Background: an optimization exercise with open tools, aiming at small area, a short achievable clock period and few clock cycles. Do not read the settings as production practice.
At most, simulation tests tie the RTL to the original design; equivalence was not proved.
Power is estimated from default activity; no workload was simulated.

Design adb_packet_receive_queue_top, start of the top module:
module adb_packet_receive_queue_top #(
	parameter int unsigned RING_SLOTS = RING_SLOTS_DEF,
	parameter int unsigned MAX_REPLY  = MAX_REPLY_DEF
) (
	input  logic          clk,
	input  logic          arst_n,
	input  logic          cfg_we,
	input  logic          cfg_wdata,
	input  logic                  item_valid,
	output logic                  item_ready,
	input  logic [MODE_W-1:0]     item_mode,
	input  logic [BYTE_W-1:0]     item_link_byte,
	input  logic                  item_end_of_packet,
	output logic                  result_valid,
	input  logic                  result_ready,
	output logic [OUTCOME_W-1:0]  result_outcome,
	output logic [BYTE_W-1:0]     result_status_flags,
	output logic [BYTE_W-1:0]     result_echoed_command,
	output logic [BYTE_W-1:0]     result_data_byte,
	output logic [DATA_IDX_W-1:0] result_data_index,
	output logic                  result_has_data,
	output logic                  result_last
);
Settings: LEC_CHECK=0, CAP_MARGIN=20, CORE_MARGIN=2, CORE_UTILIZATION=65, CTS_BUF_LIST=sky130_fd_sc_hd__clkbuf_8, CTS_CLUSTER_DIAMETER=45, CTS_CLUSTER_SIZE=20, SETUP_SLACK_MARGIN=4.15, SLEW_MARGIN=20; clock period 7.0 ns.
run.sh (not shown) runs the stock make flow with config.mk's settings and CLKGATE_MAP_FILE= SYNTH_SCRIPT=/design/flow/synth_recipe.tcl, a recipe that flattens the netlist after the stock synthesis.
Testbench counts at the start, summed over its fixed seeds: cycles 23,510.
Next try:
--- a/flow/design.v
+++ b/flow/design.v
@@ -389,30 +389,28 @@
 			end
 		end
 	end
 	logic                  c_v, c_rep, c_done, c_has;
 	logic [OUTCOME_W-1:0]  c_code;
 	logic [PTR_W-1:0]      c_slot;
 	logic [RING_SLOTS-1:0] c_slot_oh;
 	logic [DATA_N-1:0]     c_pos_oh;
-	localparam logic [DATA_N-1:0] TAPS = DATA_N'(21'h11111);
+	localparam logic [DATA_N-1:0] TAPS = DATA_N'(21'h49249);
 	logic                  c_at, c_at_rot;
 	logic [LEN_W-1:0]      c_idx, c_rem, c_li, q_li;
 	logic                  q_has;
 	logic [POS_W-1:0]      c_vict, c_vict_nx;
 	logic                  c_safe;
 	logic                  load_ok, emit, c_last, c_fin, c_load;
 	logic                  res_valid_q;
-	localparam int unsigned RES_W = OUTCOME_W + 3 * BYTE_W + DATA_IDX_W + 2;
-	logic [RES_W-1:0]      res_new, res_hold_q, res_out_q;
-	logic [OUTCOME_W-1:0]  hold_outcome;
-	logic [BYTE_W-1:0]     hold_status, hold_cmd, hold_data;
-	logic [DATA_IDX_W-1:0] hold_index;
-	logic                  hold_has, hold_last;
+	logic [OUTCOME_W-1:0]  res_outcome_q;
+	logic [BYTE_W-1:0]     res_status_q, res_cmd_q, res_data_q;
+	logic [DATA_IDX_W-1:0] res_index_q;
+	logic                  res_has_q, res_last_q;
 	assign load_ok    = !res_valid_q || result_ready;
 	assign emit       = c_v && load_ok && c_at;
 	assign c_at_rot   = |({c_pos_oh[DATA_N-2:0], c_pos_oh[DATA_N-1]} & TAPS);
 	assign c_last     = !c_rep || (c_rem == '0);
 	assign c_fin      = emit && c_last;
 	assign c_load     = (!c_v || c_fin) && rq_v[0];
 	assign rq_pop     = c_load;
 	assign rd_slot_oh = c_slot_oh;
@@ -465,33 +463,45 @@
 			c_idx     <= c_idx + LEN_W'(1);
 			c_rem     <= c_rem - LEN_W'(1);
 			c_done    <= 1'b1;
 		end else begin
 			c_pos_oh  <= {c_pos_oh[DATA_N-2:0], c_pos_oh[DATA_N-1]};
 			c_at      <= !c_rep || !c_has || c_at_rot;
 		end
 		if (emit) begin
-			res_hold_q <= res_new;
-		end
-		res_out_q <= (res_new & {RES_W{emit}}) | (res_hold_q & {RES_W{!emit}});
-	end
-	assign {hold_outcome, hold_status, hold_cmd, hold_data, hold_index, hold_has, hold_last} =
-		res_hold_q;
-	always_comb begin
-		if (c_rep) begin
-			res_new = {OC_PACKET, c_done ? hold_status : rd_status, c_done ? hold_cmd : rd_command,
-				rd_data, DATA_IDX_W'(c_idx), c_has, c_last};
-		end else begin
-			res_new = {c_code, {(3 * BYTE_W + DATA_IDX_W + 1){1'b0}}, 1'b1};
+			if (c_rep) begin
+				res_outcome_q <= OC_PACKET;
+				if (!c_done) begin
+					res_status_q <= rd_status;
+					res_cmd_q    <= rd_command;
+				end
+				res_data_q  <= rd_data;
+				res_index_q <= DATA_IDX_W'(c_idx);
+				res_has_q   <= c_has;
+				res_last_q  <= c_last;
+			end else begin
+				res_outcome_q <= c_code;
+				res_status_q  <= '0;
+				res_cmd_q     <= '0;
+				res_data_q    <= '0;
+				res_index_q   <= '0;
+				res_has_q     <= 1'b0;
+				res_last_q    <= 1'b1;
+			end
 		end
 	end
 	assign result_valid          = res_valid_q;
-	assign {result_outcome, result_status_flags, result_echoed_command, result_data_byte,
-		result_data_index, result_has_data, result_last} = res_out_q;
+	assign result_outcome        = res_outcome_q;
+	assign result_status_flags   = res_status_q;
+	assign result_echoed_command = res_cmd_q;
+	assign result_data_byte      = res_data_q;
+	assign result_data_index     = res_index_q;
+	assign result_has_data       = res_has_q;
+	assign result_last           = res_last_q;
 endmodule
 import adbq_pkg::*;
 module adb_packet_receive_queue_top #(
 	parameter int unsigned RING_SLOTS = RING_SLOTS_DEF,
 	parameter int unsigned MAX_REPLY  = MAX_REPLY_DEF
 ) (
 	input  logic          clk,
 	input  logic          arst_n,
Sequential power fell by about 4%. Worst setup slack gets worse by 0.058 ns. Routed wire length decreases by 0.39%. Worst hold slack improved by 0.011 ns. Via count came out lower by 0.65%. Synthesized area falls by 1.1%. Core utilization hardly moves.
Function not checked in the second run of this note: the RTL went through the layout flow alone.

separate check: timing with driven ports:
In the flow no input, the clock included, has a driving cell. The finished layouts below were timed again as built, in two steps.
Step 1, drivers: a clkbuf_16 drives clk and a buf_2 each remaining input, both assumed.
Step 2 moves the port delays by t, midway between the first and last clock arrival at a register: inputs arrive t later, outputs are due t later. That takes back most of the time a late clock gives input paths.
Three values: ideal, step 1, step 2; two values: the first two.
run | t, ns | slack for setup (ns) | clock arrival spread, ns | worst data-port slew with drivers (ns) | cell pins on the clock port's net
the first run | 0.844 | 4.148 / 4.135 / 3.345 | 0.058 / 0.058 | 0.04 | 1
the second run | 0.861 | 4.090 / 4.025 / 3.358 | 0.053 / 0.053 | 0.04 | 1
After both steps setup and hold are still met in every run listed. For the first run, which loses most, drivers alone change the setup slack by -0.013 ns; drivers and shift together by -0.803 ns.
